Context: an optimization exercise on an open-source flow, tuned for small area, a short achievable clock period and few clock cycles. The choices shown serve that exercise and are no tape-out recipe. Where RTL was checked, it was by simulation tests only, not by an equivalence proof against the original. The RTL of run 6 was laid out without a check of its function. Power figures rest on the tool's default switching activity, not on a simulated workload.

## flow/config.mk

```make
export PLATFORM = sky130hd
export DESIGN_NAME = ex_unit_top
export DESIGN_NICKNAME = ex_unit_top
export VERILOG_FILES = /design/flow/design.v
export SDC_FILE = /design/flow/constraint.sdc
export NUM_CORES = 4
export LEC_CHECK = 0
export ABC_AREA = 1
export CAP_MARGIN = 20
export CORE_MARGIN = 2
export CORE_UTILIZATION = 50
export SETUP_SLACK_MARGIN = 3.25
export SLEW_MARGIN = 20
```

## flow/constraint.sdc

```tcl
create_clock -name core_clock -period 11.0 [get_ports {clk}]
set_input_delay 2.2000 -clock core_clock [delete_from_list [all_inputs] [get_ports {clk}]]
set_output_delay 2.2000 -clock core_clock [all_outputs]
set_load 0.01 [all_outputs]
```

## flow/design.v

```verilog
`default_nettype none
package rv_isa_pkg;
    localparam int xlen = 32;
    typedef logic [xlen-1:0] word_t;
    localparam int opc_lsb   = 0;
    localparam int f3_lsb    = 12;
    localparam int imm_u_lsb = 12;
    localparam int imm_i_lsb = 20;
    localparam int f7_lsb    = 25;
    localparam logic [6:0] opc_op     = 7'b0110011;
    localparam logic [6:0] opc_op_imm = 7'b0010011;
    localparam logic [6:0] opc_lui    = 7'b0110111;
    localparam logic [6:0] opc_op_fp  = 7'b1010011;
    localparam logic [6:0] f7_base = 7'b0000000;
    localparam logic [6:0] f7_alt  = 7'b0100000;
    localparam logic [6:0] f7_fadd = 7'b0000000;
    localparam logic [6:0] f7_fsub = 7'b0000100;
    localparam logic [2:0] f3_add  = 3'b000;
    localparam logic [2:0] f3_sub  = 3'b000;
    localparam logic [2:0] f3_sll  = 3'b001;
    localparam logic [2:0] f3_slt  = 3'b010;
    localparam logic [2:0] f3_sltu = 3'b011;
    localparam logic [2:0] f3_xor  = 3'b100;
    localparam logic [2:0] f3_srl  = 3'b101;
    localparam logic [2:0] f3_sra  = 3'b101;
    localparam logic [2:0] f3_or   = 3'b110;
    localparam logic [2:0] f3_and  = 3'b111;
endpackage
`default_nettype wire
`default_nettype none
package ex_ctrl_pkg;
    localparam int fp_exp_w = 8;
    localparam int fp_man_w = 23;
    localparam int fp_bias  = 127;
    typedef enum logic [1:0] {
        unit_none = 2'd0,
        unit_alu  = 2'd1,
        unit_fpu  = 2'd2
    } unit_e;
    typedef enum logic [3:0] {
        alu_add    = 4'd0,
        alu_sub    = 4'd1,
        alu_sll    = 4'd2,
        alu_slt    = 4'd3,
        alu_sltu   = 4'd4,
        alu_xor    = 4'd5,
        alu_srl    = 4'd6,
        alu_sra    = 4'd7,
        alu_or     = 4'd8,
        alu_and    = 4'd9,
        alu_pass_b = 4'd10
    } alu_op_e;
    typedef struct packed {
        unit_e   unit;
        alu_op_e alu_op;
        logic    fp_sub;
    } ex_ctrl_t;
endpackage
`default_nettype wire
`default_nettype none
module ex_decode (
    input  rv_isa_pkg::word_t inst,
    output logic              legal,
    output logic              is_fp
);
    logic [6:0] opcode, funct7;
    logic [2:0] funct3;
    logic       f7_zero, f7_alt;
    assign opcode  = inst[6:0];
    assign funct3  = inst[14:12];
    assign funct7  = inst[31:25];
    assign f7_zero = (funct7 == 7'b0000000);
    assign f7_alt  = (funct7 == 7'b0100000);
    always_comb begin
        is_fp = 1'b0;
        case (opcode)
            rv_isa_pkg::opc_op:     legal = f7_zero | (f7_alt & (funct3 == 3'b000 || funct3 == 3'b101));
            rv_isa_pkg::opc_op_imm: legal = (funct3 == 3'b001) ? f7_zero :
                                            (funct3 == 3'b101) ? (f7_zero | f7_alt) : 1'b1;
            rv_isa_pkg::opc_lui:    legal = 1'b1;
            rv_isa_pkg::opc_op_fp: begin
                is_fp = 1'b1;
                legal = (funct7 == rv_isa_pkg::f7_fadd) || (funct7 == rv_isa_pkg::f7_fsub);
            end
            default:                legal = 1'b0;
        endcase
    end
endmodule
`default_nettype wire
`default_nettype none
module int_alu (
    input  rv_isa_pkg::word_t inst,
    input  rv_isa_pkg::word_t rs1_data,
    input  rv_isa_pkg::word_t rs2_data,
    input  logic              fp_mode,
    input  logic [23:0]       fp_norm_in,
    input  logic [4:0]        fp_lz,
    output rv_isa_pkg::word_t alu_result,
    output logic [23:0]       fp_norm_out
);
    logic [2:0]  funct3;
    logic        is_op, is_lui, is_sll, left;
    logic [31:0] a, b, imm, p, g, p_rs, p_im, rev_a, rev_fp, sr_in, rev_out, shv;
    logic [31:0] s16, s8, s4, s2, s1;
    logic [32:0] sum;
    logic        neg, fill, lt, ltu;
    logic [4:0]  shamt;
    assign funct3 = inst[14:12];
    assign is_op  = inst[5];
    assign is_lui = inst[2];
    assign is_sll = (funct3 == 3'b001);
    assign a = rs1_data;
    assign imm = {{20{inst[31]}}, inst[31:20]};
    assign b   = is_op ? rs2_data : imm;
    assign neg  = (is_op & inst[30]) | (funct3[2:1] == 2'b01);
    assign p_rs = a ^ rs2_data;
    assign p_im = a ^ imm;
    assign p    = (is_op ? p_rs : p_im) ^ {32{neg}};
    assign g    = is_op ? (a & (rs2_data ^ {32{neg}})) : (a & (imm ^ {32{neg}}));
    int_prefix_add u_add (
        .p0  (p),
        .g0  (g),
        .cin (neg),
        .s   (sum)
    );
    assign ltu = ~sum[32];
    assign lt  = (a[31] ^ b[31]) ? a[31] : sum[31];
    always_comb begin
        for (int i = 0; i < 32; i++) rev_a[i] = a[31-i];
        for (int i = 0; i < 32; i++) rev_fp[i] = (i < 24) ? fp_norm_in[23-i] : 1'b0;
    end
    assign left  = fp_mode | is_sll;
    assign sr_in = fp_mode ? rev_fp : is_sll ? rev_a : a;
    assign shamt = fp_mode ? fp_lz : b[4:0];
    assign fill  = ~fp_mode & inst[30] & a[31] & funct3[2];
    assign s16 = shamt[4] ? {{16{fill}}, sr_in[31:16]} : sr_in;
    assign s8  = shamt[3] ? {{8{fill}}, s16[31:8]} : s16;
    assign s4  = shamt[2] ? {{4{fill}}, s8[31:4]} : s8;
    assign s2  = shamt[1] ? {{2{fill}}, s4[31:2]} : s4;
    assign s1  = shamt[0] ? {fill, s2[31:1]} : s2;
    always_comb begin
        for (int i = 0; i < 32; i++) rev_out[i] = s1[31-i];
    end
    assign shv         = left ? rev_out : s1;
    assign fp_norm_out = rev_out[31:8];
    always_comb begin
        if (is_lui) begin
            alu_result = {inst[31:12], 12'd0};
        end else begin
            case (funct3)
                3'b000:  alu_result = sum[31:0];
                3'b001:  alu_result = shv;
                3'b010:  alu_result = {31'd0, lt};
                3'b011:  alu_result = {31'd0, ltu};
                3'b100:  alu_result = p;
                3'b101:  alu_result = shv;
                3'b110:  alu_result = p | g;
                default: alu_result = g;
            endcase
        end
    end
endmodule
module int_prefix_add (
    input  logic [31:0] p0,
    input  logic [31:0] g0,
    input  logic        cin,
    output logic [32:0] s
);
    logic [31:0] p, g;
    always_comb begin
        p = p0;
        g = g0;
        g[0] = g0[0] | (p0[0] & cin);
        for (int l = 0; l < 5; l++) begin
            for (int j = 0; j < 32; j++) begin
                if (j & (1 << l)) begin
                    g[j] = g[j] | (p[j] & g[((j >> l) << l) - 1]);
                    p[j] = p[j] & p[((j >> l) << l) - 1];
                end
            end
        end
    end
    assign s = {g[31], p0 ^ {g[30:0], cin}};
endmodule
`default_nettype wire
`default_nettype none
module fp_adder (
    input  logic              clk,
    input  rv_isa_pkg::word_t op_a,
    input  rv_isa_pkg::word_t op_b,
    input  logic              fp_sub,
    output logic [23:0]       norm_in,
    output logic [4:0]        lz,
    input  logic [23:0]       norm_out,
    output rv_isa_pkg::word_t fp_result
);
    logic        s, s_q;
    logic [7:0]  big_exp, big_exp_q;
    logic [24:0] sum, sum_q;
    fp_align u_fp_align (
        .op_a    (op_a),
        .op_b    (op_b),
        .fp_sub  (fp_sub),
        .sign    (s),
        .big_exp (big_exp),
        .sum     (sum)
    );
    always_ff @(posedge clk) begin
        s_q       <= s;
        big_exp_q <= big_exp;
        sum_q     <= sum;
    end
    fp_norm u_fp_norm (
        .sign      (s_q),
        .big_exp   (big_exp_q),
        .sum       (sum_q),
        .lz        (lz),
        .norm_in   (norm_in),
        .norm_out  (norm_out),
        .fp_result (fp_result)
    );
endmodule
module fp_align (
    input  rv_isa_pkg::word_t op_a,
    input  rv_isa_pkg::word_t op_b,
    input  logic              fp_sub,
    output logic              sign,
    output logic [7:0]        big_exp,
    output logic [24:0]       sum
);
    logic        sign_a, sign_b, zero_a, zero_b, exp_lt, exp_eq, frac_lt;
    logic        a_big, eff_sub;
    logic [7:0]  exp_a, exp_b, diff;
    logic [8:0]  d_ab, d_ba;
    logic [23:0] man_a, man_b, big_man, small_man, aligned;
    assign sign_a = op_a[31];
    assign sign_b = op_b[31] ^ fp_sub;
    assign exp_a  = op_a[30:23];
    assign exp_b  = op_b[30:23];
    assign zero_a = (exp_a == 8'd0);
    assign zero_b = (exp_b == 8'd0);
    assign man_a  = zero_a ? 24'd0 : {1'b1, op_a[22:0]};
    assign man_b  = zero_b ? 24'd0 : {1'b1, op_b[22:0]};
    assign d_ab    = {1'b0, exp_a} - {1'b0, exp_b};
    assign d_ba    = {1'b0, exp_b} - {1'b0, exp_a};
    fp_less #(.W(8)) u_exp_cmp (
        .a  (exp_a),
        .b  (exp_b),
        .lt (exp_lt),
        .eq (exp_eq)
    );
    fp_less #(.W(23)) u_frac_cmp (
        .a  (op_a[22:0]),
        .b  (op_b[22:0]),
        .lt (frac_lt),
        .eq ()
    );
    assign a_big   = ~exp_lt & ~(exp_eq & ~zero_a & frac_lt);
    assign diff    = exp_lt ? d_ba[7:0] : d_ab[7:0];
    assign big_man   = a_big ? man_a : man_b;
    assign small_man = a_big ? man_b : man_a;
    assign big_exp   = a_big ? exp_a : exp_b;
    assign sign      = a_big ? sign_a : sign_b;
    assign aligned = (diff[7:5] != 3'd0) ? 24'd0 : small_man >> diff[4:0];
    assign eff_sub = sign_a ^ sign_b;
    assign sum     = {1'b0, big_man} + ({1'b0, aligned} ^ {25{eff_sub}}) + {24'd0, eff_sub};
endmodule
module fp_norm (
    input  logic              sign,
    input  logic [7:0]        big_exp,
    input  logic [24:0]       sum,
    output logic [4:0]        lz,
    output logic [23:0]       norm_in,
    input  logic [23:0]       norm_out,
    output rv_isa_pkg::word_t fp_result
);
    logic [23:0] norm_man;
    logic [7:0]  exp_out;
    logic        res_zero, res_inf;
    logic [31:0] x;
    logic [15:0] v1, c1;
    logic [7:0]  v2;
    logic [15:0] c2;
    logic [3:0]  v4;
    logic [11:0] c4;
    logic [1:0]  v8;
    logic [7:0]  c8;
    assign x = {sum[23:0], 8'd0};
    always_comb begin
        for (int i = 0; i < 16; i++) begin
            v1[i] = x[2*i+1] | x[2*i];
            c1[i] = ~x[2*i+1];
        end
        for (int i = 0; i < 8; i++) begin
            v2[i]         = v1[2*i+1] | v1[2*i];
            c2[2*i +: 2]  = v1[2*i+1] ? {1'b0, c1[2*i+1]} : {1'b1, c1[2*i]};
        end
        for (int i = 0; i < 4; i++) begin
            v4[i]         = v2[2*i+1] | v2[2*i];
            c4[3*i +: 3]  = v2[2*i+1] ? {1'b0, c2[2*(2*i+1) +: 2]} : {1'b1, c2[2*(2*i) +: 2]};
        end
        for (int i = 0; i < 2; i++) begin
            v8[i]         = v4[2*i+1] | v4[2*i];
            c8[4*i +: 4]  = v4[2*i+1] ? {1'b0, c4[3*(2*i+1) +: 3]} : {1'b1, c4[3*(2*i) +: 3]};
        end
        lz = v8[1] ? {1'b0, c8[7:4]} : {1'b1, c8[3:0]};
    end
    assign norm_in = sum[23:0];
    always_comb begin
        if (sum[24]) begin
            norm_man = sum[24:1];
            exp_out  = big_exp + 8'd1;
            res_zero = 1'b0;
            res_inf  = (big_exp >= 8'd254);
        end else begin
            norm_man = norm_out;
            exp_out  = big_exp - {3'd0, lz};
            res_zero = ({3'd0, lz} >= big_exp) | (sum[23:0] == 24'd0);
            res_inf  = (lz == 5'd0) & (big_exp == 8'd255);
        end
        fp_result = res_zero ? 32'd0 :
                    res_inf  ? {sign, 8'hff, 23'd0} :
                               {sign, exp_out, norm_man[22:0]};
    end
endmodule
module fp_less #(
    parameter int W = 8
) (
    input  logic [W-1:0] a,
    input  logic [W-1:0] b,
    output logic         lt,
    output logic         eq
);
    localparam int H = W / 2;
    generate
        if (W == 1) begin : g_bit
            assign lt = ~a[0] & b[0];
            assign eq = ~(a[0] ^ b[0]);
        end else begin : g_split
            logic lt_hi, eq_hi, lt_lo, eq_lo;
            fp_less #(.W(W - H)) u_hi (
                .a  (a[W-1:H]),
                .b  (b[W-1:H]),
                .lt (lt_hi),
                .eq (eq_hi)
            );
            fp_less #(.W(H)) u_lo (
                .a  (a[H-1:0]),
                .b  (b[H-1:0]),
                .lt (lt_lo),
                .eq (eq_lo)
            );
            assign lt = lt_hi | (eq_hi & lt_lo);
            assign eq = eq_hi & eq_lo;
        end
    endgenerate
endmodule
`default_nettype wire
`default_nettype none
module ex_result (
    input  logic              legal,
    input  logic              is_fp,
    input  rv_isa_pkg::word_t alu_result,
    input  rv_isa_pkg::word_t fp_result,
    output logic              illegal,
    output rv_isa_pkg::word_t result
);
    assign illegal = ~legal;
    assign result  = !legal ? 32'd0 : is_fp ? fp_result : alu_result;
endmodule
`default_nettype wire
`default_nettype none
module ex_unit_top (
    input  logic  clk,
    input  logic  rst,
    input  logic  req,
    input  rv_isa_pkg::word_t inst,
    input  rv_isa_pkg::word_t rs1_data,
    input  rv_isa_pkg::word_t rs2_data,
    input  rv_isa_pkg::word_t frs1_data,
    input  rv_isa_pkg::word_t frs2_data,
    output logic  ack,
    output logic  illegal,
    output rv_isa_pkg::word_t result
);
    logic              legal, is_fp, fp_ready;
    rv_isa_pkg::word_t alu_result, fp_result;
    logic [23:0]       fp_norm_in, fp_norm_out;
    logic [4:0]        fp_lz;
    ex_decode u_ex_decode (
        .inst  (inst),
        .legal (legal),
        .is_fp (is_fp)
    );
    int_alu u_int_alu (
        .inst        (inst),
        .rs1_data    (rs1_data),
        .rs2_data    (rs2_data),
        .fp_mode     (inst[6]),
        .fp_norm_in  (fp_norm_in),
        .fp_lz       (fp_lz),
        .alu_result  (alu_result),
        .fp_norm_out (fp_norm_out)
    );
    fp_adder u_fp_adder (
        .clk       (clk),
        .op_a      (frs1_data),
        .op_b      (frs2_data),
        .fp_sub    (inst[27]),
        .norm_in   (fp_norm_in),
        .lz        (fp_lz),
        .norm_out  (fp_norm_out),
        .fp_result (fp_result)
    );
    ex_result u_ex_result (
        .legal      (legal),
        .is_fp      (is_fp),
        .alu_result (alu_result),
        .fp_result  (fp_result),
        .illegal    (illegal),
        .result     (result)
    );
    always_ff @(posedge clk or posedge rst) begin
        if (rst) fp_ready <= 1'b0;
        else     fp_ready <= req;
    end
    assign ack = req & (fp_ready | (inst[6:0] != rv_isa_pkg::opc_op_fp));
endmodule
`default_nettype wire
```

## flow/flow/run.sh

```bash
#!/bin/bash
set -o pipefail
cp standard.sh standard_sh.txt
export BUFFER_PORTS_ARGS="-buffer_cell sky130_fd_sc_hd__buf_1"
bash standard.sh > standard.log 2>&1
```

## flow/standard.sh

```bash
#!/bin/bash
# synth_recipe.tcl (not shown) runs the flow's synth.tcl, then flattens the netlist and writes it again
# the make line also repeats each setting of config.mk as NAME=value (left out here)
make -C /OpenROAD-flow-scripts/flow DESIGN_CONFIG=/design/flow/config.mk WORK_HOME=/design/flow/orfs CLKGATE_MAP_FILE= SYNTH_SCRIPT=/design/flow/synth_recipe.tcl "${@:-finish}"
```

==> summary.md, run 1 <==
| Metric | Value |
|---|---|
| Setup_tns | `0 ps` |
| RSZ-0062 raised after global routing | `true` |
| Register area | `706 um2` |
| Post-DRT Antenna Nets | `0` |
| Diodes inserted | `0` |
| Num rows | `60` |
| Antenna violations before repair | `0` |
| Tot Pwr | `2210 uW` |
| Grt ovf | `0` |
| Share of cells above drive strength 1 | `0.0927` |
| # port buffers | `191` |
| I/O pin cnt | `197` |
| CP arrival | `5480 ps` |
| Synth area leader | `nand2_1` |
| Layout net count | `2893` |
| Hold Buf Count CTS | `0` |
| Number of synthesized flops with an enable pin | `0` |
| Synth top cells by count | `nand2_1 (658), nand3_1 (245), inv_1 (239), a21oi_1 (209), nor2_1 (188)` |
| Yosys reg bits | `35` |
| First-pass GRT wire length | `91300 um` |
| Asr flop ratio synth | `0.0286` |
| Final Cycle Share | `0.698` |
| Synth Area in XOR/XNOR | `0.0879` |
| Fillers | `2953` |
| DRC violations left | `0` |
| Startpoint types | `primary input` |
| Placed insts | `2975` |
| Sequential fraction of the synthesis area | `0.0509` |
| 1st-pass router iterations | `6` |
| Critical path type | `primary input to output pin` |
| Main synth FF type | `dfxtp_1` |
| Routed via count | `18283` |
| Post-DR vias/cell | `6.04` |
| Fraction of synthesized area in multiplexers | `0.00433` |
| Worst Setup End Kind | `output pin` |
| Total of max-cap violations | `0` |
| H-tree Lvls | `2` |
| Yosys cell types | `66` |
| Relative slew slack | `0.390` |
| Drt wl/cell | `20.4 um` |
| Clock transition at path regs | `50 ps` |
| Final setup fails | `0` |
| Min cycle time layout | `7680 ps` |
| Syn Std Cell Area | `0.0139 mm2` |
| Clock sink total | `35` |
| Yosys top cell area share | `0.178` |
| Complex-gate fraction of the synthesized area | `0.270` |
| P_leak | `0.00709 uW` |
| P&R area growth vs syn | `11.3%` |
| Routed wire length | `61600 um` |
| Die area | `0.0291 mm2` |
| Die Height | `171 um` |
| Synth area leaders | `nand2_1 (18%), nand3_1 (8.8%), a21oi_1 (7.5%), ha_1 (6.6%), inv_1 (6.5%)` |
| DR iter-0 viols | `2146` |
| Post-Syn Area per Cell | `5.49 um2` |
| Clock root buffer | `clkbuf_16` |
| Clock buffer count from CTS | `5` |
| Total track usage | `0.406` |
| CP required | `8800 ps` |
| F_max | `130 MHz` |
| Combinational family with the most area after synthesis | `simple AND/OR/NAND/NOR gates` |
| Non-filler cells, final | `3026` |
| Fin. Hold Viols | `0` |
| HPWL after DPL | `47700 um` |
| Worst slew pin tran | `911 ps` |
| Vias in the first global route | `16444` |
| Dpl cell area | `0.0145 mm2` |
| Design area | `0.0154 mm2` |
| Synthesized Nets | `2765` |
| Clk buf depth | `2` |
| Placeable Area | `0.0271 mm2` |
| Pwr/cell area | `143 mW/mm2` |
| Initial Util | `0.512` |
| Post-synthesis cell count | `2525` |
| Hold WC Path Type | `primary input to async pin` |
| Status | `timing/DRC/antenna clean` |
| Synth Warn # | `6` |
| Pin count of the biggest net entering global routing | `53` |
| Crit Path Max Fanout | `14` |
| Simple-Gate Fraction of Synth Area | `0.388` |
| Footprint of the multi-input gates | `0.0118 mm2` |
| Final slew viol count | `0` |
| Post-Synth Adder-Cell Area | `0.0716` |
| CTS tree | `yes` |
| Max VDD drop | `0.104 mV` |
| Most frequent cell after synthesis | `nand2_1` |
| Fin Hold WS | `1730 ps` |
| RePlAce Congestion | `1.00` |
| Die X | `171 um` |
==> power by group <==
part,internal [uW],switching [uW]
Clock,107,53.3
Sequential,183,88.0
Combinational,571,1210
==> path summary, 6_finish.rpt <==
kind                          start    endpoint  slack (ps)  cells past startpoint
worst min-delay path            rst    fp_ready        1730                      2
max in group asynchronous       rst    fp_ready        9180                      2
min in group core_clock         req    fp_ready        2060                      1
worst max-delay path       inst[12]  result[21]        3320                     19
==> critical path, stage by stage <==
cell and delay (ps):
clkbuf_4 170, inv_6 100, nor2_4 120, inv_4 100, nor2_2 550, o211ai_1 150
o211ai_1 130, o21ai_1 130, nand2_1 110, nand2_1 70, o21a_1 200, o21ai_1 180
nand2_1 70, nand2_1 160, nor2_1 60, o21ai_0 460, nand2_1 110, a21oi_1 210
buf_1 180
==> per-stage QoR <==
stage	utilization	setup WS [ps]
CTS	0.553	3260
finish	0.570	3320
floorplan	-	3450
global route	0.570	3240
detailed placement	0.534	1830
global placement	0.534	1940
==> routing by layer <==
metal	part of all wire	GRT usage
met4	0.095	0.317
met2	0.44	0.666
met5	0	0
met1	0.38	0.484
met3	0.090	0.0451
==> kinds of logic (layout without fill, tap and decap cells) <==
family | Yosys count | in the layout
AO/OA/AOI/OAI | 648 | 649
multiplexers | 6 | 6
AND/OR/NAND/NOR | 1230 | 1239
adder cells (fa/ha/maj) | 77 | 77
XOR/XNOR | 128 | 128
buffers and inverters | 401 | 520
flip-flops | 35 | 35
==> state kept, by name, indices dropped and copies added (netlist names) <==
| signal | count |
|---|---|
| u_fp_adder.sum_q | 25 |
| fp_ready | 1 |
| u_fp_adder.big_exp_q | 8 |
| u_fp_adder.s_q | 1 |
==> final cells by class <==
class,instances,area share
tap,372,0.0302
timing repair buffer,239,0.0784
inverter,269,0.0683
multi-input combinational,2099,0.765
sequential,35,0.0457
clock inverter,3,0.00284
clock buffer,5,0.00811
timing repair inverter,4,0.00162
==> layout by cell type, fill, tap and decap left out, drive strengths merged, types with 12 or more instances in the layout <==
master,count
xnor2,25
ha,73
o211ai,58
a21oi,219
nand3,254
dfxtp,34
inv,261
nor3,27
and2,15
nor2,203
o21ai,265
o2111ai,16
or2,22
nand2,690
a31oi,22
o21a,13
nand3b,12
buf,235
nand4,12
xor2,103
==> repair_timing <==
action / CTS / global route
cloned: 11 / 3
setup endpoints to repair: 39 / 36
hold endpoints to repair: 0 / 0
pin swaps: 10 / 21
resized for setup: 47 / 82
setup buffers: 12 / 17
Testbench counts, summed over its fixed seeds: cycles 27,666.
==> run 2, diff against run 1 <==
--- a/flow/config.mk
+++ b/flow/config.mk
@@ -9,5 +9,5 @@
 export CAP_MARGIN = 20
 export CORE_MARGIN = 2
 export CORE_UTILIZATION = 50
-export SETUP_SLACK_MARGIN = 3.25
+export SETUP_SLACK_MARGIN = 3.0
 export SLEW_MARGIN = 20
==> run 2 against run 1 <==
  * Synthesized area stayed put
  * Clock power is essentially flat
  * Worst setup slack worse by 190 ps
  * Fmax fell by 2.4%
  * Flip-flop and latch count unchanged
  * Final cell count shrank 0.59%
  * Synthesized cell count unchanged
  * First-iteration DRC count down 5.2%
  * Core utilization fell by 1.2 points
  * Die area unchanged
  * Total power down 1.7%
  * Critical path type unchanged
  * Critical endpoint unchanged
  * Highest routed layer unchanged
==> summary.md, run 2 <==
| Metric | Value |
|---|---|
| Status | `timing/DRC/antenna clean` |
| CTS tree | `yes` |
| H-tree Lvls | `2 (unchanged)` |
| Setup_tns | `0 ps (unchanged)` |
| Most common cell after layout, fill and taps aside | `nand2_1` |
| F_max | `127 MHz (-2.4%)` |
| RSZ-0062 raised after global routing | `true` |
| Sequential fraction of the synthesis area | `0.0509 (unchanged)` |
| Max reg flops | `25 (unchanged)` |
| Clock sink total | `35 (unchanged)` |
| HPWL after DPL | `47700 um (unchanged)` |
| Drt wl/cell | `20.3 um (-0.52%)` |
| Max VDD drop | `0.0969 mV (-6.6%)` |
| Die X | `171 um (unchanged)` |
| Post-Syn Area per Cell | `5.49 um2 (unchanged)` |
| Final WS setup | `3130 ps (-187 ps)` |
| CP required | `8800 ps (about the same)` |
| P&R area growth vs syn | `8.93%` |
| Startpoint types | `primary input` |
| Switch Pwr | `1330 uW (-1.3%)` |
| Clock network fraction of total power | `0.074 (+0.002)` |
| CP max-delay cell | `o21ai_0` |
| CP arrival | `5670 ps (+190 ps)` |
| Pin count of the biggest net entering global routing | `53 (unchanged)` |
| First-pass GRT wire length | `90700 um (-0.60%)` |
| RePlAce Congestion | `1.00 (unchanged)` |
| Worst path cell trace | `clkbuf_2 -> inv_4 -> nor2_2 -> inv_4 -> nor2_4 -> buf_4 -> buf_12 -> o21ai_0 -> a21oi_1 -> o21ai_1 -> nand2_1 -> o211ai_1 -> o21a_1 -> o21ai_1 -> nand2_1 -> nand2_1 -> nor2_1 -> o21ai_0 -> nand2_1 -> a21oi_1 -> buf_1` |
| Synth area leaders | `nand2_1 (18%), nand3_1 (8.8%), a21oi_1 (7.5%), ha_1 (6.6%), inv_1 (6.5%)` |
| Final setup fails | `0 (unchanged)` |
| Vias in the first global route | `16395 (-0.30%)` |
| Post-synthesis cell count | `2525 (unchanged)` |
| Clock buffer count from CTS | `5 (unchanged)` |
| Layout net count | `2874 (-0.66%)` |
| Post-DR vias/cell | `6.04 (about the same)` |
| Worst Setup End Kind | `output pin` |
| Critical path type | `primary input to output pin` |
| Grt ovf | `0 (unchanged)` |
| Synth Warn # | `6 (unchanged)` |
| CP top delay family | `compound AO/OA/AOI/OAI gates` |
| Crit Path Max Fanout | `14 (unchanged)` |
| DR iter-0 viols | `2035 (-5.2%)` |
| Num rows | `60 (unchanged)` |
| Worst slew pin tran | `925 ps (+14.5 ps)` |
| CP Buf/Inv Count | `6 (+2)` |
| Total of max-cap violations | `0 (unchanged)` |
| Top Registers | `u_fp_adder.sum_q x25, u_fp_adder.big_exp_q x8` |
| Pint | `841 uW (-2.4%)` |
| Sequential share of power | `0.125 (+0.002)` |
| Commonest cells after routing, fill and taps aside | `nand2_1 (653), nand3_1 (244), inv_1 (234)` |
| Hold Buf Count CTS | `0 (unchanged)` |
| Synthesized Nets | `2765 (unchanged)` |
| Most frequent cell after synthesis | `nand2_1` |
| I/O pin cnt | `197 (unchanged)` |
| Max incr delay on CP | `470 ps (-80 ps)` |
| Total track usage | `0.404 (-0.00221)` |
| Reg with most FFs | `u_fp_adder.sum_q` |
| Sw frac | `0.613 (+0.00276)` |
| Die area | `0.0291 mm2 (unchanged)` |
| Final slew viol count | `0 (unchanged)` |
| Die Height | `171 um (unchanged)` |
| Relative slew slack | `0.381 (-0.00973)` |
| Clock root buffer | `clkbuf_16` |
| Initial Util | `0.512 (unchanged)` |
| Clk buf depth | `2 (unchanged)` |
| Crit path top cell by count | `nand2_1` |
| Routed wire length | `61000 um (-1.1%)` |
| Post-DRT Antenna Nets | `0 (unchanged)` |
| Hold WC Path Type | `primary input to async pin` |
| Number of synthesized flops with an enable pin | `0 (unchanged)` |
| Synth area leader | `nand2_1` |
| Yosys reg bits | `35 (unchanged)` |
| Pwr/cell area | `144 mW/mm2 (+0.41%)` |
| 1st-pass router iterations | `8 (+2)` |
| Clock transition at path regs | `50 ps (about the same)` |
| DRC violations left | `0 (unchanged)` |
| Comb power frac | `0.801 (-0.004)` |
| # port buffers | `191 (unchanged)` |
| Asr flop ratio synth | `0.0286 (unchanged)` |
| Share of cells above drive strength 1 | `0.0778 (-0.0149)` |
| Min cycle time layout | `7870 ps (+187 ps)` |
| Fin. Hold Viols | `0 (unchanged)` |
| Fillers | `2985 (+1.1%)` |
| Yosys cell types | `66 (unchanged)` |
| P_leak | `0.00695 uW (-1.9%)` |
| Placeable Area | `0.0271 mm2 (unchanged)` |
| DP Worst Slack | `1830 ps (unchanged)` |
| Antenna violations before repair | `0 (unchanged)` |
| Yosys top cell area share | `0.178 (unchanged)` |
| Routed via count | `18175 (-0.59%)` |
| Main synth FF type | `dfxtp_1` |
| Final Cycle Share | `0.715 (+0.0170)` |
| Synth top cells by count | `nand2_1 (658), nand3_1 (245), inv_1 (239), a21oi_1 (209), nor2_1 (188)` |
| Syn Std Cell Area | `0.0139 mm2 (unchanged)` |
## run 2: cell counts after synthesis
No cell type changed its count.
## run 2: power by group through the flow
stage,Clock [uW],Sequential [uW],Combinational (uW)
global placement,0,266,1620
floorplan,0,217,1220
CTS,164,264,1670
global route,168,270,1900
detailed placement,0,267,1640
finish,161,272,1740
## run 2: what timing repair did
action / 4_1_cts / 5_1_grt
buffers inserted: 8 / 4
setup endpoints to repair: 38 / 33
gates resized for setup: 22 / 61
cloned: 8 / 4
pin swaps: 5 / 7
## run 2: metal layers
metal	wire length [um]	global-route usage
met3	5390	0.0555
met2	27000	0.664
met4	5470	0.315
met1	23100	0.474
met5	0	0
## run 2: logic make-up after synthesis
| kind of cell | synth area share |
|---|---|
| buffers and inverters | 0.127 |
| multiplexers | 0.00433 |
| flip-flops | 0.0509 |
| adder cells (fa/ha/maj) | 0.0716 |
| XOR/XNOR | 0.0879 |
| AND/OR/NAND/NOR | 0.388 |
| AO/OA/AOI/OAI | 0.270 |
## run 2: cell type report
| cell class | instances | area (um2) | share of cell area |
|---|---|---|---|
| Clock buffer | 5 | 125 | 0.00828 |
| Tap cell | 372 | 465 | 0.0308 |
| Antenna cell | 1 | 2.50 | 0.000166 |
| Timing Repair Buffer | 222 | 1020 | 0.0674 |
| Multi-Input combinational cell | 2097 | 11700 | 0.773 |
| Clock inverter | 3 | 43.8 | 0.00290 |
| Timing Repair inverter | 4 | 25.0 | 0.00166 |
| Sequential cell | 35 | 706 | 0.0467 |
| Inverter | 269 | 1040 | 0.0690 |
## run 2: how the worst max path moves through the flow
| stage | cells after the start | end | slack (ps) | start |
|---|---|---|---|---|
| 2_1_floorplan | 30 | result[17] | 3450 | inst[14] |
| 3_3_place_gp | 32 | u_fp_adder.sum_q[24] | 1940 | frs1_data[23] |
| 3_5_place_dp | 32 | u_fp_adder.sum_q[22] | 1830 | frs1_data[23] |
| 4_1_cts | 31 | u_fp_adder.sum_q[22] | 3000 | frs1_data[24] |
| 5_1_grt | 28 | result[17] | 2990 | inst[5] |
| 6_report | 21 | result[21] | 3130 | inst[12] |
## run 2: per-stage QoR
step	cells	util	power, uW	hold WS (ps)	instance area [um2]
floorplan	2525	-	1440	1930	13900
global route	3007	0.557	2340	1740	15100
global placement	2975	0.534	1890	2010	14500
CTS	2999	0.548	2090	1720	14900
detailed placement	2975	0.534	1910	2020	14500
finish	3008	0.558	2170	1720	15100
==> run 3, diff against run 2 <==
--- a/flow/config.mk
+++ b/flow/config.mk
@@ -8,6 +8,6 @@
 export ABC_AREA = 1
 export CAP_MARGIN = 20
 export CORE_MARGIN = 2
-export CORE_UTILIZATION = 50
+export CORE_UTILIZATION = 55
 export SETUP_SLACK_MARGIN = 3.0
 export SLEW_MARGIN = 20
==> run 3 against run 2 <==
  * Clock power is essentially flat
  * Core utilization grew 4.4 points
  * Global-route usage grew 2.5 points
  * Count of clock-buffer cells in the layout is the same
  * Synthesized area is the same
  * Hold slack lost 1.7 ps
  * Total power shrank 0.16%
  * Sequential power grew 3%
  * Critical path depth shrank 1
  * Die area shrank 8.9%
==> summary.md, run 3 <==
| Metric | Value |
|---|---|
| Layout net count | `2875 (+0.035%)` |
| Status | `timing/DRC/antenna clean` |
| Placeable Area | `0.0250 mm2 (-7.9%)` |
| Synthesized Nets | `2765 (unchanged)` |
| DR iter-0 viols | `2287 (+12%)` |
| Worst Setup End Kind | `output pin` |
| Die X | `163 um (-4.5%)` |
| Max reg flops | `25 (unchanged)` |
| Total of max-cap violations | `0 (unchanged)` |
| P&R area growth vs syn | `8.29%` |
| Non-filler cells, final | `2966 (-1.4%)` |
| Routed wire length | `59200 um (-2.8%)` |
| Min cycle time layout | `7920 ps (+50.3 ps)` |
| Crit path top cell by count | `nand2_1` |
| Grt ovf | `0 (unchanged)` |
| Initial Util | `0.556 (+0.0438)` |
| Commonest cells after routing, fill and taps aside | `nand2_1 (656), nand3_1 (244), inv_1 (236)` |
| Pwr/cell area | `144 mW/mm2 (+0.43%)` |
| Main synth FF type | `dfxtp_1` |
| RSZ-0062 raised after global routing | `true` |
| Share of cells above drive strength 1 | `0.0778 (about the same)` |
| Crit Path Max Fanout | `23 (+9)` |
| Final slew viol count | `0 (unchanged)` |
| Most common cell after layout, fill and taps aside | `nand2_1` |
| Clock buffer count from CTS | `5 (unchanged)` |
| Placed insts | `2932 (-1.4%)` |
| Fin. Hold Viols | `0 (unchanged)` |
| Worst slew pin tran | `829 ps (-96.2 ps)` |
| # port buffers | `191 (unchanged)` |
| Die area | `0.0265 mm2 (-8.9%)` |
| Clock sink total | `35 (unchanged)` |
| 1st-pass router iterations | `8 (unchanged)` |
| Post-synthesis cell count | `2525 (unchanged)` |
| Reg with most FFs | `u_fp_adder.sum_q` |
| Max VDD drop | `0.133 mV (+37%)` |
| CP required | `8800 ps (about the same)` |
| Relative slew slack | `0.446 (+0.0651)` |
| CP top delay family | `simple AND/OR/NAND/NOR gates` |
| First-pass GRT wire length | `88700 um (-2.2%)` |
| Asr flop ratio synth | `0.0286 (unchanged)` |
| Num rows | `58 (-3.3%)` |
| Synth area leader | `nand2_1` |
| Critical path type | `primary input to output pin` |
| Setup_tns | `0 ps (unchanged)` |
| Hold WC Path Type | `primary input to async pin` |
| Yosys top cell area share | `0.178 (unchanged)` |
| Yosys reg bits | `35 (unchanged)` |
| Worst path cell trace | `clkbuf_2 -> inv_4 -> nor2_2 -> inv_2 -> nor2_4 -> inv_2 -> nor2_1 -> o22ai_1 -> o21ai_0 -> or2_1 -> o21ai_1 -> mux2i_1 -> nand2_1 -> nand3_1 -> nand2_1 -> o211ai_1 -> nand3_1 -> nand2_1 -> a21oi_1 -> buf_1` |
| Antenna violations before repair | `0 (unchanged)` |
| Post-DR vias/cell | `6.16 (+1.9%)` |
| HPWL after DPL | `46300 um (-2.8%)` |
| Clock transition at path regs | `50 ps (about the same)` |
| Sequential fraction of the synthesis area | `0.0509 (unchanged)` |
| Clk buf depth | `2 (unchanged)` |
| Post-DRT Antenna Nets | `0 (unchanged)` |
| H-tree Lvls | `2 (unchanged)` |
| Syn Std Cell Area | `0.0139 mm2 (unchanged)` |
| CTS tree | `yes` |
| Startpoint types | `primary input` |
| RePlAce Congestion | `1.06 (+6.2%)` |
| Vias in the first global route | `16079 (-1.9%)` |
| Synth area leaders | `nand2_1 (18%), nand3_1 (8.8%), a21oi_1 (7.5%), ha_1 (6.6%), inv_1 (6.5%)` |
| Dpl cell area | `0.0144 mm2 (-0.38%)` |
| Pin count of the biggest net entering global routing | `45 (-15%)` |
| Final setup fails | `0 (unchanged)` |
| Most frequent cell after synthesis | `nand2_1` |
| Fillers | `2695 (-9.7%)` |
| Synth top cells by count | `nand2_1 (658), nand3_1 (245), inv_1 (239), a21oi_1 (209), nor2_1 (188)` |
| Register area | `706 um2 (unchanged)` |
| Top Registers | `u_fp_adder.sum_q x25, u_fp_adder.big_exp_q x8` |
| Total track usage | `0.428 (+0.0247)` |
| Hold Buf Count CTS | `0 (unchanged)` |
| Clock root buffer | `clkbuf_16` |
| CP arrival | `5720 ps (+50 ps)` |
| Synth Warn # | `6 (unchanged)` |
| Routed via count | `18259 (+0.46%)` |
| Yosys cell types | `66 (unchanged)` |
| Diodes inserted | `0 (-1)` |
| Design area | `0.0150 mm2 (-0.59%)` |
| Die Height | `163 um (-4.5%)` |
| Number of synthesized flops with an enable pin | `0 (unchanged)` |
| I/O pin cnt | `197 (unchanged)` |
| Final Cycle Share | `0.720 (+0.00457)` |
| P_leak | `0.00697 uW (+0.19%)` |
| CP max-delay cell | `o211ai_1` |
| F_max | `126 MHz (-0.64%)` |
| DRC violations left | `0 (unchanged)` |
| Max incr delay on CP | `430 ps (-40 ps)` |
| Footprint of the multi-input gates | `0.0117 mm2 (-0.26%)` |
| Drt wl/cell | `20.0 um (-1.4%)` |
| CP Buf/Inv Count | `5 (-1)` |
| Post-Syn Area per Cell | `5.49 um2 (unchanged)` |
-- run 3: final timing paths --
kind                           from          to  slack (ps)  depth (start not counted)
setup / recovery           inst[12]  result[24]        3080                         20
hold / removal                  rst    fp_ready        1720                          2
min in group core_clock         req    fp_ready        2050                          1
max in group asynchronous       rst    fp_ready        9190                          2
-- run 3: cell type report --
class,instances,share of cell area
timing repair inverter,4,0.00167
clock inverter,3,0.00292
timing repair buffer,224,0.0681
inverter,269,0.0688
tap,330,0.0275
sequential,35,0.0470
multi-input combinational,2096,0.776
clock buffer,5,0.00833
-- run 3: stage by stage --
stage | hold slack, ps | worst slack (ps) | total power, uW | util
after floorplan | 1930 | 3450 | 1440 | -
after global placement | 2010 | 1830 | 1860 | 0.578
after detailed placement | 2020 | 1720 | 1890 | 0.578
after CTS | 1720 | 3020 | 2080 | 0.593
after global routing | 1740 | 2990 | 2340 | 0.602
final | 1720 | 3080 | 2170 | 0.602
-- run 3: cell families after synthesis --
group	count (synthesis)	synth area share
mux	6	0.00433
compound gates	648	0.270
simple gates	1230	0.388
buf+inv	401	0.127
fa+ha+maj	77	0.0716
flops	35	0.0509
xor+xnor	128	0.0879
-- run 3: power breakdown --
group | switching [uW] | internal [uW] | leakage (uW)
Sequential | 96.5 | 183 | 0.000298
Clock | 57.2 | 107 | 0.0000838
Combinational | 1170 | 554 | 0.00659
-- run 3: timing repair --
action / 4_1_cts / 5_1_grt
setup endpoints to repair: 38 / 35
gates resized for setup: 25 / 46
gates cloned: 9 / 2
setup buffers: 7 / 8
pin swaps: 5 / 7
-- run 3: routing by layer --
metal,track usage,vias up,wire length [um]
met4,0.350,0,5810
met2,0.694,1125,25900
met1,0.505,8201,21700
met3,0.0581,271,5830
met5,0,-,0
li1,-,8662,-
==> run 4, diff against run 3 <==
--- a/flow/design.v
+++ b/flow/design.v
@@ -108,7 +108,7 @@
     assign funct3 = inst[14:12];
     assign is_op  = inst[5];
     assign is_lui = inst[2];
-    assign is_sll = (funct3 == 3'b001);
+    assign is_sll = ~funct3[2];
     assign a = rs1_data;
     assign imm = {{20{inst[31]}}, inst[31:20]};
     assign b   = is_op ? rs2_data : imm;
--- a/flow/config.mk
+++ b/flow/config.mk
@@ -8,6 +8,6 @@
 export ABC_AREA = 1
 export CAP_MARGIN = 20
 export CORE_MARGIN = 2
-export CORE_UTILIZATION = 55
+export CORE_UTILIZATION = 50
 export SETUP_SLACK_MARGIN = 3.0
 export SLEW_MARGIN = 20
==> run 4 against run 3 <==
  * Synthesized cell count unchanged
  * Synthesized area fell by 2.1%
  * Flip-flop and latch count unchanged
  * Final cell count grew 0.81%
  * Total power fell by 0.69%
  * Hold slack gained 28 ps
  * Global-route usage is 2.3 points lower
  * Die area grew 7.5%
  * Cell area is 0.15% lower
  * Non-clock buffer count is 13 higher
  * Core utilization down 4.2 points
  * Critical path type unchanged
  * Highest routed layer is now met5
==> summary.md, run 4 <==
| Metric | Value |
|---|---|
| Post-DRT Antenna Nets | `0 (unchanged)` |
| Synth Warn # | `6 (unchanged)` |
| Worst slew pin tran | `1010 ps (+182 ps)` |
| I/O pin cnt | `197 (unchanged)` |
| Post-Syn Area per Cell | `5.38 um2 (-2.1%)` |
| Post-synthesis cell count | `2525 (unchanged)` |
| Synth area leader | `nand2_1` |
| Reg with most FFs | `u_fp_adder.sum_q` |
| Layout net count | `2886 (+0.38%)` |
| Total track usage | `0.406 (-0.0229)` |
| Synth top cells by count | `nand2_1 (713), nand3_1 (265), inv_1 (236), a21oi_1 (209), o21ai_0 (205)` |
| Top Registers | `u_fp_adder.sum_q x25, u_fp_adder.big_exp_q x8` |
| Crit path top cell by count | `buf_4` |
| Antenna violations before repair | `3 (+3)` |
| Sequential fraction of the synthesis area | `0.0520 (+0.00108)` |
| Pwr/cell area | `144 mW/mm2 (-0.54%)` |
| # port buffers | `191 (unchanged)` |
| Yosys top cell area share | `0.197 (+0.0190)` |
| Crit Path Max Fanout | `36 (+57%)` |
| Final Cycle Share | `0.715 (-0.00411)` |
| Min cycle time layout | `7870 ps (-45.2 ps)` |
| P_leak | `0.00711 uW (+2.0%)` |
| Synth area leaders | `nand2_1 (20%), nand3_1 (9.8%), a21oi_1 (7.7%), o21ai_0 (7.6%), ha_1 (6.7%)` |
| Num rows | `60 (+3.4%)` |
| Most frequent cell after synthesis | `nand2_1` |
| Most common cell after layout, fill and taps aside | `nand2_1` |
| Worst Setup End Kind | `output pin` |
| Syn Std Cell Area | `0.0136 mm2 (-2.1%)` |
| Die Height | `169 um (+3.7%)` |
| Relative slew slack | `0.326 (-0.120)` |
| CP max-delay cell | `nor3_4` |
| Routed wire length | `60200 um (+1.6%)` |
| Placeable Area | `0.0268 mm2 (+7.4%)` |
| Number of synthesized flops with an enable pin | `0 (unchanged)` |
| Pin count of the biggest net entering global routing | `51 (+13%)` |
| Commonest cells after routing, fill and taps aside | `nand2_1 (707), nand3_1 (262), inv_1 (233)` |
| Drt wl/cell | `20.1 um (+0.78%)` |
| F_max | `127 MHz (+0.57%)` |
| Fin. Hold Viols | `0 (unchanged)` |
| Routed via count | `18097 (-0.89%)` |
| Hold Buf Count CTS | `0 (unchanged)` |
| Share of cells above drive strength 1 | `0.0740 (-0.00372)` |
| 1st-pass router iterations | `7 (-1)` |
| Final setup fails | `0 (unchanged)` |
| Initial Util | `0.507 (-0.0489)` |
| Total of max-cap violations | `0 (unchanged)` |
| Worst path cell trace | `buf_4 -> clkinv_1 -> buf_4 -> nor3_4 -> buf_4 -> clkinv_1 -> nor2_1 -> o211ai_1 -> a21oi_2 -> buf_2` |
| Asr flop ratio synth | `0.0286 (unchanged)` |
| Clk buf depth | `2 (unchanged)` |
| Synthesized Nets | `2765 (unchanged)` |
| Vias in the first global route | `16409 (+2.1%)` |
| DR iter-0 viols | `2110 (-7.7%)` |
| First-pass GRT wire length | `90400 um (+1.9%)` |
| CTS tree | `yes` |
| Critical path type | `primary input to output pin` |
| Fillers | `2944 (+9.2%)` |
| Placed insts | `2951 (+0.65%)` |
| Main synth FF type | `dfxtp_1` |
| Finished Core Util | `0.560 (-0.0421)` |
| Yosys cell types | `68 (+3.0%)` |
| Max VDD drop | `0.109 mV (-18%)` |
| CP arrival | `5670 ps (-50 ps)` |
| Clock root buffer | `clkbuf_16` |
| Hold WC Path Type | `primary input to async pin` |
| Grt ovf | `0 (unchanged)` |
| Clock buffer count from CTS | `5 (unchanged)` |
| Max reg flops | `25 (unchanged)` |
| Final slew viol count | `0 (unchanged)` |
| Clock sink total | `35 (unchanged)` |
| Post-DR vias/cell | `6.05 (-1.7%)` |
| Startpoint types | `primary input` |
| DRC violations left | `0 (unchanged)` |
| HPWL after DPL | `47600 um (+2.8%)` |
| CP required | `8800 ps (about the same)` |
| Die area | `0.0285 mm2 (+7.5%)` |
| Setup_tns | `0 ps (unchanged)` |
| RePlAce Congestion | `1.08 (+1.1%)` |
| Non-filler cells, final | `2990 (+0.81%)` |
| RSZ-0062 raised after global routing | `true` |
| P&R area growth vs syn | `10.4%` |
| Clock transition at path regs | `60 ps (about the same)` |
| Max incr delay on CP | `640 ps (+210 ps)` |
| Die X | `169 um (+3.7%)` |
| H-tree Lvls | `2 (unchanged)` |
| Status | `timing/DRC/antenna clean` |
| Yosys reg bits | `35 (unchanged)` |
==> run 4: cell types whose count changed in the layout (fill, tap and decap cells not counted), sizes merged, moves of 6 or more <==
cell / delta
inv: -7
o21ai: -27
nand3: +16
buf: +15
nor2: -8
nand4: +6
nand2: +37
==> run 4: area by class of cell <==
type | instances | area, um2 | share of cell area
sequential | 35 | 706 | 0.0470
clock inverter | 3 | 43.8 | 0.00292
antenna | 2 | 5.00 | 0.000334
tap | 341 | 427 | 0.0284
inverter | 264 | 1030 | 0.0685
timing repair buffer | 237 | 1140 | 0.0762
clock buffer | 5 | 125 | 0.00834
multi-input combinational | 2098 | 11500 | 0.766
timing repair inverter | 5 | 33.8 | 0.00225
==> run 4: through the flow <==
step | hold WS, ps | total power (uW) | setup WS (ps) | area [um2]
floorplan | 1930 | 1410 | 3390 | 13600
global placement | 2060 | 1860 | 1860 | 14300
detailed placement | 2050 | 1880 | 1750 | 14300
CTS | 1740 | 2060 | 3000 | 14600
global route | 1750 | 2330 | 2960 | 15000
finish | 1750 | 2160 | 3130 | 15000
==> run 4: power breakdown <==
group / leakage (uW) / total, uW / switching [uW] / internal, uW
Combinational: 0.00673 / 1720 / 1170 / 548
Sequential: 0.000298 / 276 / 92.6 / 184
Clock: 0.0000838 / 162 / 55.1 / 107
Total: 0.00711 / 2160 / 1320 / 839
==> run 4: repair_timing <==
item / 4_1_cts / 5_1_grt
buffers inserted: 2 / 16
setup endpoints to repair: 38 / 36
resized for setup: 31 / 51
pin swaps: 2 / 7
gates cloned: 3 / 8
endpoints found under the hold margin: 0 / 0
==> run 4: worst paths after layout <==
check	startpoint	to	slack, ps
max	inst[6]	result[17]	3130
min	rst	fp_ready	1750
max in group asynchronous	rst	fp_ready	9160
min in group core_clock	req	fp_ready	2050
==> run 4: kinds of logic after synthesis <==
family                     count (synthesis)  synth area share
and+or+nand+nor                         1279             0.405
AOI/OAI and AO/OA                        602             0.255
buffers and inverters                    397             0.121
xor gates and xnor gates                 127            0.0869
adders and majority gates                 77            0.0731
DFF                                       35            0.0520
muxes                                      8           0.00590
==> run 4: per-layer routing <==
layer	track usage	share of wire	up-vias
li1	-	-	8677
met1	0.477	0.38	8122
met2	0.667	0.44	1052
met3	0.0692	0.098	244
met4	0.294	0.085	2
met5	0	0.00022	-
==> run 4: critical path, delay by kind of cell <==
family	cells	cell delay (ps)
AOI/OAI and AO/OA	2	430
buffers and inverters	6	1980
and+or+nand+nor	2	1040
Testbench counts of run 4, summed over its fixed seeds: cycles 27,666.
==> run 5, diff against run 4 <==
--- a/flow/config.mk
+++ b/flow/config.mk
@@ -9,5 +9,5 @@
 export CAP_MARGIN = 20
 export CORE_MARGIN = 2
 export CORE_UTILIZATION = 50
-export SETUP_SLACK_MARGIN = 3.0
+export SETUP_SLACK_MARGIN = 3.25
 export SLEW_MARGIN = 20
==> run 5 against run 4 <==
  * Clock power barely moved
  * Sequential power barely moved
  * Synthesized cell count did not move
  * Sequential share of layout area fell by 0.12 points
  * Global-route usage rose by 0.65 points
  * Still clean
  * Wire length rose by 1.0%
  * Largest power group unchanged
  * Core utilization rose by 1.5 points
  * Worst setup slack improved by 200 ps
  * Flip-flop and latch count did not move
==> summary.md, run 5 <==
| Metric | Value |
|---|---|
| Status | `timing/DRC/antenna clean` |
| CP arrival | `5470 ps (-200 ps)` |
| # port buffers | `191 (unchanged)` |
| Post-DR vias/cell | `6.06 (+0.14%)` |
| Simple-Gate Fraction of Synth Area | `0.405 (unchanged)` |
| RSZ-0062 raised after global routing | `true` |
| H-tree Lvls | `2 (unchanged)` |
| Synthesized Nets | `2765 (unchanged)` |
| Yosys cell types | `68 (unchanged)` |
| Fin. Hold Viols | `0 (unchanged)` |
| RePlAce Congestion | `1.08 (unchanged)` |
| Post-Synth Adder-Cell Area | `0.0731 (unchanged)` |
| Number of synthesized flops with an enable pin | `0 (unchanged)` |
| Max VDD drop | `0.109 mV (-0.10%)` |
| Combinational family with the most area after synthesis | `simple AND/OR/NAND/NOR gates` |
| Relative slew slack | `0.330 (+0.00437)` |
| DRC violations left | `0 (unchanged)` |
| Finished Core Util | `0.575 (+0.0149)` |
| Routed via count | `18243 (+0.81%)` |
| Pin count of the biggest net entering global routing | `51 (unchanged)` |
| Design area | `0.0154 mm2 (+2.7%)` |
| Min cycle time layout | `7670 ps (-203 ps)` |
| Die area | `0.0285 mm2 (unchanged)` |
| Post-DRT Antenna Nets | `0 (unchanged)` |
| Main synth FF type | `dfxtp_1` |
| Antenna violations before repair | `2 (-1)` |
| Synth top cells by count | `nand2_1 (713), nand3_1 (265), inv_1 (236), a21oi_1 (209), o21ai_0 (205)` |
| Placeable Area | `0.0268 mm2 (unchanged)` |
| F_max | `130 MHz (+2.6%)` |
| Grt ovf | `0 (unchanged)` |
| Post-Syn Area per Cell | `5.38 um2 (unchanged)` |
| Reg with most FFs | `u_fp_adder.sum_q` |
| Synth Area in XOR/XNOR | `0.0869 (unchanged)` |
| Share of cells above drive strength 1 | `0.0922 (+0.0182)` |
| Most common cell after layout, fill and taps aside | `nand2_1` |
| Yosys top cell area share | `0.197 (unchanged)` |
| First-pass GRT wire length | `91700 um (+1.5%)` |
| Die Height | `169 um (unchanged)` |
| Worst slew pin tran | `1000 ps (-6.56 ps)` |
| Pwr/cell area | `142 mW/mm2 (-1.0%)` |
| P&R area growth vs syn | `13.4%` |
| Most frequent cell after synthesis | `nand2_1` |
| Routed wire length | `60800 um (+1.0%)` |
| Final slew viol count | `0 (unchanged)` |
| Yosys reg bits | `35 (unchanged)` |
| Total of max-cap violations | `0 (unchanged)` |
| HPWL after DPL | `47600 um (unchanged)` |
| Startpoint types | `primary input` |
| Initial Util | `0.507 (unchanged)` |
| Complex-gate fraction of the synthesized area | `0.255 (unchanged)` |
| Final Cycle Share | `0.697 (-0.0184)` |
| Final setup fails | `0 (unchanged)` |
| I/O pin cnt | `197 (unchanged)` |
| Commonest cells after routing, fill and taps aside | `nand2_1 (701), nand3_1 (259), inv_1 (231)` |
| Clock root buffer | `clkbuf_16` |
| 1st-pass router iterations | `7 (unchanged)` |
| Dpl cell area | `0.0143 mm2 (unchanged)` |
| Clock transition at path regs | `60 ps (about the same)` |
| Hold WC Path Type | `primary input to async pin` |
| Total track usage | `0.412 (+0.00652)` |
| Sequential fraction of the synthesis area | `0.0520 (unchanged)` |
| Synth area leaders | `nand2_1 (20%), nand3_1 (9.8%), a21oi_1 (7.7%), o21ai_0 (7.6%), ha_1 (6.7%)` |
| Worst Setup End Kind | `output pin` |
| Max reg flops | `25 (unchanged)` |
| Asr flop ratio synth | `0.0286 (unchanged)` |
| Critical path type | `primary input to output pin` |
| Fraction of synthesized area in multiplexers | `0.00590 (unchanged)` |
| Clk buf depth | `2 (unchanged)` |
| Setup_tns | `0 ps (unchanged)` |
| Vias in the first global route | `16547 (+0.84%)` |
| DR iter-0 viols | `2283 (+8.2%)` |
| Tot Pwr | `2190 uW (+1.6%)` |
| Synth area leader | `nand2_1` |
| Num rows | `60 (unchanged)` |
| Top Registers | `u_fp_adder.sum_q x25, u_fp_adder.big_exp_q x8` |
| Drt wl/cell | `20.2 um (+0.35%)` |
| Clock sink total | `35 (unchanged)` |
| Crit Path Max Fanout | `38 (+5.6%)` |
| CP required | `8800 ps (about the same)` |
| Post-synthesis cell count | `2525 (unchanged)` |
| Synth Warn # | `6 (unchanged)` |
| CTS tree | `yes` |
| Syn Std Cell Area | `0.0136 mm2 (unchanged)` |
| Die X | `169 um (unchanged)` |
| Layout net count | `2907 (+0.73%)` |
| Clock buffer count from CTS | `5 (unchanged)` |
| P_leak | `0.00727 uW (+2.3%)` |
| Fin Hold WS | `1750 ps (+0.670 ps)` |
==> run 5: cell count changes in the layout (fill, tap and decap cells not counted), sizes merged <==
cell and delta:
buf +18, bufbuf +1, diode -1, clkbuf +2
==> run 5: repair_timing <==
| action | CTS | global route |
|---|---|---|
| pin swaps | 7 | 18 |
| setup buffers | 7 | 31 |
| resized for setup | 54 | 87 |
| setup endpoints to repair | 39 | 37 |
| hold buffers | 0 | 0 |
| gates cloned | 10 | 2 |
==> run 5: cell families (layout without fill, tap and decap cells) <==
family                   Yosys count  count (layout)
adder cells (fa/ha/maj)           77              77
AND/OR/NAND/NOR                 1279            1283
other                              0               1
multiplexers                       8               8
flip-flops                        35              35
AO/OA/AOI/OAI                    602             603
XOR/XNOR                         127             127
buffers and inverters            397             535
==> run 5: final cells by class <==
class / count / area, um2
clock buffers: 5 / 125
fillers: 2912 / 11400
multi-input cells: 2098 / 11600
repair buffers: 258 / 1390
flip-flops and latches: 35 / 706
repair inverters: 5 / 36.3
clock inverters: 3 / 43.8
well taps: 341 / 427
diodes: 1 / 2.50
inverters: 264 / 1030
==> run 5: routing by layer <==
metal | track usage | wire [um] | vias to the layer above
li1 | - | - | 8724
met1 | 0.489 | 22800 | 8212
met2 | 0.671 | 26700 | 1052
met3 | 0.0645 | 5790 | 255
met4 | 0.311 | 5570 | 0
met5 | 0 | 0 | -
==> run 5: worst paths after layout <==
check | start | to | slack (ps) | depth (start not counted)
max in group asynchronous | rst | fp_ready | 9160 | 2
min in group core_clock | req | fp_ready | 2060 | 1
hold / removal | rst | fp_ready | 1750 | 2
setup / recovery | inst[5] | result[28] | 3330 | 16
==> run 5: per-stage QoR <==
stage          setup slack [ps]  std cells
2_1_floorplan              3390       2525
3_3_place_gp               1860       2951
3_5_place_dp               1750       2951
4_1_cts                    3240       2976
5_1_grt                    3210       3009
6_report                   3330       3010
==> run 5: where the power goes <==
| part | switching [uW] | leakage [uW] | internal (uW) |
|---|---|---|---|
| clock | 54.6 | 0.0000838 | 107 |
| sequential | 91.8 | 0.000298 | 184 |
| combinational | 1180 | 0.00689 | 568 |
==> run 5: critical path, stage by stage <==
cell and delay [ps]:
buf_12 130, buf_12 130, nand2_1 70, nand2_2 110, buf_4 150, o21ai_2 100
buf_4 390, clkinvlp_4 550, o21ai_1 410, nand2_1 150, nand3_1 100, o211ai_1 240
nand3_1 160, nand2_1 140, a21oi_1 220, buf_1 180
==> run 6, diff against run 5 <==
--- a/flow/design.v
+++ b/flow/design.v
@@ -100,7 +100,7 @@
 );
     logic [2:0]  funct3;
     logic        is_op, is_lui, is_sll, left;
-    logic [31:0] a, b, imm, p, g, p_rs, p_im, rev_a, rev_fp, sr_in, rev_out, shv;
+    logic [31:0] a, b, bx, p, g, rev_a, rev_fp, sr_in, rev_out, shv;
     logic [31:0] s16, s8, s4, s2, s1;
     logic [32:0] sum;
     logic        neg, fill, lt, ltu;
@@ -108,21 +108,14 @@
     assign funct3 = inst[14:12];
     assign is_op  = inst[5];
     assign is_lui = inst[2];
-    assign is_sll = ~funct3[2];
+    assign is_sll = (funct3 == 3'b001);
     assign a = rs1_data;
-    assign imm = {{20{inst[31]}}, inst[31:20]};
-    assign b   = is_op ? rs2_data : imm;
-    assign neg  = (is_op & inst[30]) | (funct3[2:1] == 2'b01);
-    assign p_rs = a ^ rs2_data;
-    assign p_im = a ^ imm;
-    assign p    = (is_op ? p_rs : p_im) ^ {32{neg}};
-    assign g    = is_op ? (a & (rs2_data ^ {32{neg}})) : (a & (imm ^ {32{neg}}));
-    int_prefix_add u_add (
-        .p0  (p),
-        .g0  (g),
-        .cin (neg),
-        .s   (sum)
-    );
+    assign b = is_op ? rs2_data : {{20{inst[31]}}, inst[31:20]};
+    assign neg = ((funct3 == 3'b000) & is_op & inst[30]) | (funct3[2:1] == 2'b01);
+    assign bx  = b ^ {32{neg}};
+    assign p   = a ^ bx;
+    assign g   = a & bx;
+    assign sum = {1'b0, a} + {1'b0, bx} + {32'd0, neg};
     assign ltu = ~sum[32];
     assign lt  = (a[31] ^ b[31]) ? a[31] : sum[31];
     always_comb begin
@@ -160,28 +153,6 @@
         end
     end
 endmodule
-module int_prefix_add (
-    input  logic [31:0] p0,
-    input  logic [31:0] g0,
-    input  logic        cin,
-    output logic [32:0] s
-);
-    logic [31:0] p, g;
-    always_comb begin
-        p = p0;
-        g = g0;
-        g[0] = g0[0] | (p0[0] & cin);
-        for (int l = 0; l < 5; l++) begin
-            for (int j = 0; j < 32; j++) begin
-                if (j & (1 << l)) begin
-                    g[j] = g[j] | (p[j] & g[((j >> l) << l) - 1]);
-                    p[j] = p[j] & p[((j >> l) << l) - 1];
-                end
-            end
-        end
-    end
-    assign s = {g[31], p0 ^ {g[30:0], cin}};
-endmodule
 `default_nettype wire
 `default_nettype none
 module fp_adder (
@@ -233,6 +204,7 @@
     logic [7:0]  exp_a, exp_b, diff;
     logic [8:0]  d_ab, d_ba;
     logic [23:0] man_a, man_b, big_man, small_man, aligned;
+    logic [25:0] sum_c;
     assign sign_a = op_a[31];
     assign sign_b = op_b[31] ^ fp_sub;
     assign exp_a  = op_a[30:23];
@@ -243,18 +215,9 @@
     assign man_b  = zero_b ? 24'd0 : {1'b1, op_b[22:0]};
     assign d_ab    = {1'b0, exp_a} - {1'b0, exp_b};
     assign d_ba    = {1'b0, exp_b} - {1'b0, exp_a};
-    fp_less #(.W(8)) u_exp_cmp (
-        .a  (exp_a),
-        .b  (exp_b),
-        .lt (exp_lt),
-        .eq (exp_eq)
-    );
-    fp_less #(.W(23)) u_frac_cmp (
-        .a  (op_a[22:0]),
-        .b  (op_b[22:0]),
-        .lt (frac_lt),
-        .eq ()
-    );
+    assign exp_lt  = d_ab[8];
+    assign exp_eq  = (exp_a == exp_b);
+    assign frac_lt = (op_a[22:0] < op_b[22:0]);
     assign a_big   = ~exp_lt & ~(exp_eq & ~zero_a & frac_lt);
     assign diff    = exp_lt ? d_ba[7:0] : d_ab[7:0];
     assign big_man   = a_big ? man_a : man_b;
@@ -263,7 +226,13 @@
     assign sign      = a_big ? sign_a : sign_b;
     assign aligned = (diff[7:5] != 3'd0) ? 24'd0 : small_man >> diff[4:0];
     assign eff_sub = sign_a ^ sign_b;
-    assign sum     = {1'b0, big_man} + ({1'b0, aligned} ^ {25{eff_sub}}) + {24'd0, eff_sub};
+    fp_bk_add #(.W(25)) u_sum (
+        .a   ({1'b0, big_man}),
+        .b   ({1'b0, aligned} ^ {25{eff_sub}}),
+        .cin (eff_sub),
+        .s   (sum_c)
+    );
+    assign sum = sum_c[24:0];
 endmodule
 module fp_norm (
     input  logic              sign,
@@ -323,37 +292,35 @@
                                {sign, exp_out, norm_man[22:0]};
     end
 endmodule
-module fp_less #(
-    parameter int W = 8
+module fp_bk_add #(
+    parameter int W = 32
 ) (
     input  logic [W-1:0] a,
     input  logic [W-1:0] b,
-    output logic         lt,
-    output logic         eq
+    input  logic         cin,
+    output logic [W:0]   s
 );
-    localparam int H = W / 2;
-    generate
-        if (W == 1) begin : g_bit
-            assign lt = ~a[0] & b[0];
-            assign eq = ~(a[0] ^ b[0]);
-        end else begin : g_split
-            logic lt_hi, eq_hi, lt_lo, eq_lo;
-            fp_less #(.W(W - H)) u_hi (
-                .a  (a[W-1:H]),
-                .b  (b[W-1:H]),
-                .lt (lt_hi),
-                .eq (eq_hi)
-            );
-            fp_less #(.W(H)) u_lo (
-                .a  (a[H-1:0]),
-                .b  (b[H-1:0]),
-                .lt (lt_lo),
-                .eq (eq_lo)
-            );
-            assign lt = lt_hi | (eq_hi & lt_lo);
-            assign eq = eq_hi & eq_lo;
+    logic [W-1:0] p0, g0, p, g;
+    assign p0 = a ^ b;
+    assign g0 = a & b;
+    always_comb begin
+        p = p0;
+        g = g0;
+        g[0] = g0[0] | (p0[0] & cin);
+        for (int i = 1; i <= $clog2(W); i++) begin
+            for (int j = 2**i - 1; j < W; j += 2**i) begin
+                g[j] = g[j] | (p[j] & g[j - 2**(i-1)]);
+                p[j] = p[j] & p[j - 2**(i-1)];
+            end
         end
-    endgenerate
+        for (int i = $clog2(W); i > 0; i--) begin
+            for (int j = 2**i + 2**(i-1) - 1; j < W; j += 2**i) begin
+                g[j] = g[j] | (p[j] & g[j - 2**(i-1)]);
+                p[j] = p[j] & p[j - 2**(i-1)];
+            end
+        end
+    end
+    assign s = {g[W-1], p0 ^ {g[W-2:0], cin}};
 endmodule
 `default_nettype wire
 `default_nettype none
--- a/flow/config.mk
+++ b/flow/config.mk
@@ -9,5 +9,5 @@
 export CAP_MARGIN = 20
 export CORE_MARGIN = 2
 export CORE_UTILIZATION = 50
-export SETUP_SLACK_MARGIN = 3.25
+export SETUP_SLACK_MARGIN = 2.5
 export SLEW_MARGIN = 20
==> run 6 against run 5 <==
  * Worst setup slack lost 760 ps
  * Critical endpoint is now result[15]
  * Largest cell class unchanged
  * Synthesized cell count up 4.0%
  * Combinational power decreased by 7%
==> summary.md, run 6 <==
| Metric | Value |
|---|---|
| Worst slew pin tran | `1050 ps (+44.8 ps)` |
| F_max | `119 MHz (-9.0%)` |
| Initial Util | `0.511 (+0.00393)` |
| Synth top cells by count | `nand2_1 (707), nand3_1 (497), inv_1 (259), nor2_1 (196), a21oi_1 (187)` |
| Grt ovf | `0 (unchanged)` |
| CTS tree | `yes` |
| Comb power frac | `0.789 (-0.011)` |
| 1st-pass router iterations | `6 (-1)` |
| Min cycle time layout | `8430 ps (+762 ps)` |
| Most frequent cell after synthesis | `nand2_1` |
| Top Registers | `u_fp_adder.sum_q x25, u_fp_adder.big_exp_q x8` |
| Total of max-cap violations | `0 (unchanged)` |
| Drt wl/cell | `20.3 um (+0.36%)` |
| DR iter-0 viols | `2354 (+3.1%)` |
| Pin count of the biggest net entering global routing | `97 (+90%)` |
| Yosys top cell area share | `0.186 (-0.0110)` |
| Routed via count | `18998 (+4.1%)` |
| Hold WC Path Type | `primary input to async pin` |
| Final Cycle Share | `0.766 (+0.0692)` |
| P&R area growth vs syn | `7.92%` |
| I/O pin cnt | `197 (unchanged)` |
| # port buffers | `191 (unchanged)` |
| Syn Std Cell Area | `0.0143 mm2 (+5.0%)` |
| RSZ-0062 raised after global routing | `true` |
| Number of synthesized flops with an enable pin | `0 (unchanged)` |
| Status | `timing/DRC/antenna clean` |
| Share of cells above drive strength 1 | `0.0422 (-0.0500)` |
| Clock transition at path regs | `50 ps (about the same)` |
| Worst path cell trace | `buf_1 -> buf_4 -> inv_1 -> nand4_1 -> nand3_2 -> o21ai_0 -> nand2_1 -> nand3_1 -> nand3_1 -> nand3_1 -> nand3_1 -> nand3_1 -> nand3b_1 -> nand2_1 -> nand2_1 -> nand2_1 -> nor2_1 -> buf_1` |
| Fillers | `3069 (+5.4%)` |
| DP Worst Slack | `2180 ps (+439 ps)` |
| Hold Buf Count CTS | `0 (unchanged)` |
| Total track usage | `0.399 (-0.0136)` |
| Relative slew slack | `0.300 (-0.0306)` |
-- run 6: changes by cell type after synthesis, moves of 13 or more --
cell	delta
nand3_1	+232
o21ai_0	-58
ha_1	+57
xor2_1	-37
inv_1	+23
o211ai_1	-23
a21oi_1	-22
a31oi_1	-18
nor2_1	+16
buf_2	+15
inv_2	-14
o2111ai_1	+13
-- run 6: area by class of cell --
type / instances / area share
Multi-Input combinational cell: 2186 / 0.781
Inverter: 272 / 0.0670
Timing Repair Buffer: 224 / 0.0638
Clock inverter: 2 / 0.00228
Sequential cell: 35 / 0.0458
Clock buffer: 6 / 0.00902
Tap cell: 378 / 0.0307
Timing Repair inverter: 1 / 0.000325
Antenna cell: 2 / 0.000325
-- run 6: power by group through the flow --
stage                     clock (uW)  sequential, uW  combinational [uW]
after floorplan                    0             219                1150
after global placement             0             265                1540
after detailed placement           0             266                1560
after CTS                        164             263                1570
after global routing             170             269                1790
final                            162             273                1630
-- run 6: what timing repair did --
item / in CTS / in global routing
setup buffers: 0 / 5
endpoints found under the setup margin: 11 / 31
cloned: 0 / 2
resized for setup: 6 / 24
pin swaps: 0 / 3
-- run 6: cells by family after synthesis --
group                      count (synthesis)  share of synthesized area
AOI/OAI and AO/OA                        465                      0.188
xor gates and xnor gates                  75                     0.0466
adders and majority gates                146                      0.136
buffers and inverters                    407                      0.117
DFF                                       35                     0.0495
muxes                                      8                    0.00561
and+or+nand+nor                         1491                      0.457
-- run 6: through the flow --
step	hold WS, ps	std cells	area (um2)	util
2_1_floorplan	1930	2627	14300	-
3_3_place_gp	2000	3088	15000	0.538
3_5_place_dp	2010	3088	15000	0.538
4_1_cts	1710	3096	15200	0.545
5_1_grt	1730	3104	15400	0.551
6_report	1720	3106	15400	0.551
-- run 6: metal layers --
layer  wire length (um)  vias up  global-route usage  part of all wire
li1                   -     9007                   -                 -
met3               6120      259              0.0594             0.097
met1              23100     8587               0.466              0.37
met5                 24        -                   0           0.00038
met4               5460        4               0.295             0.087
met2              28300     1141               0.661              0.45
-- run 6: worst paths after layout --
check,start,to,slack [ps],cells past startpoint
max,inst[6],result[15],2570,18
min,rst,fp_ready,1720,2
max in group asynchronous,rst,fp_ready,9190,2
min in group core_clock,req,fp_ready,2050,1
-- run 6: critical path: cells and delay by family --
family	cells	cell delay, ps
AO/OA/AOI/OAI	1	260
buffers and inverters	4	990
AND/OR/NAND/NOR	13	2740

Check on run 6: ideal ports give 2.571 ns setup slack; a clkbuf_16 on the clock port and buf_2 on the inputs give 2.549 ns; moving port delays by the midpoint clock arrival (0.315 ns) as well gives 2.549 ns.
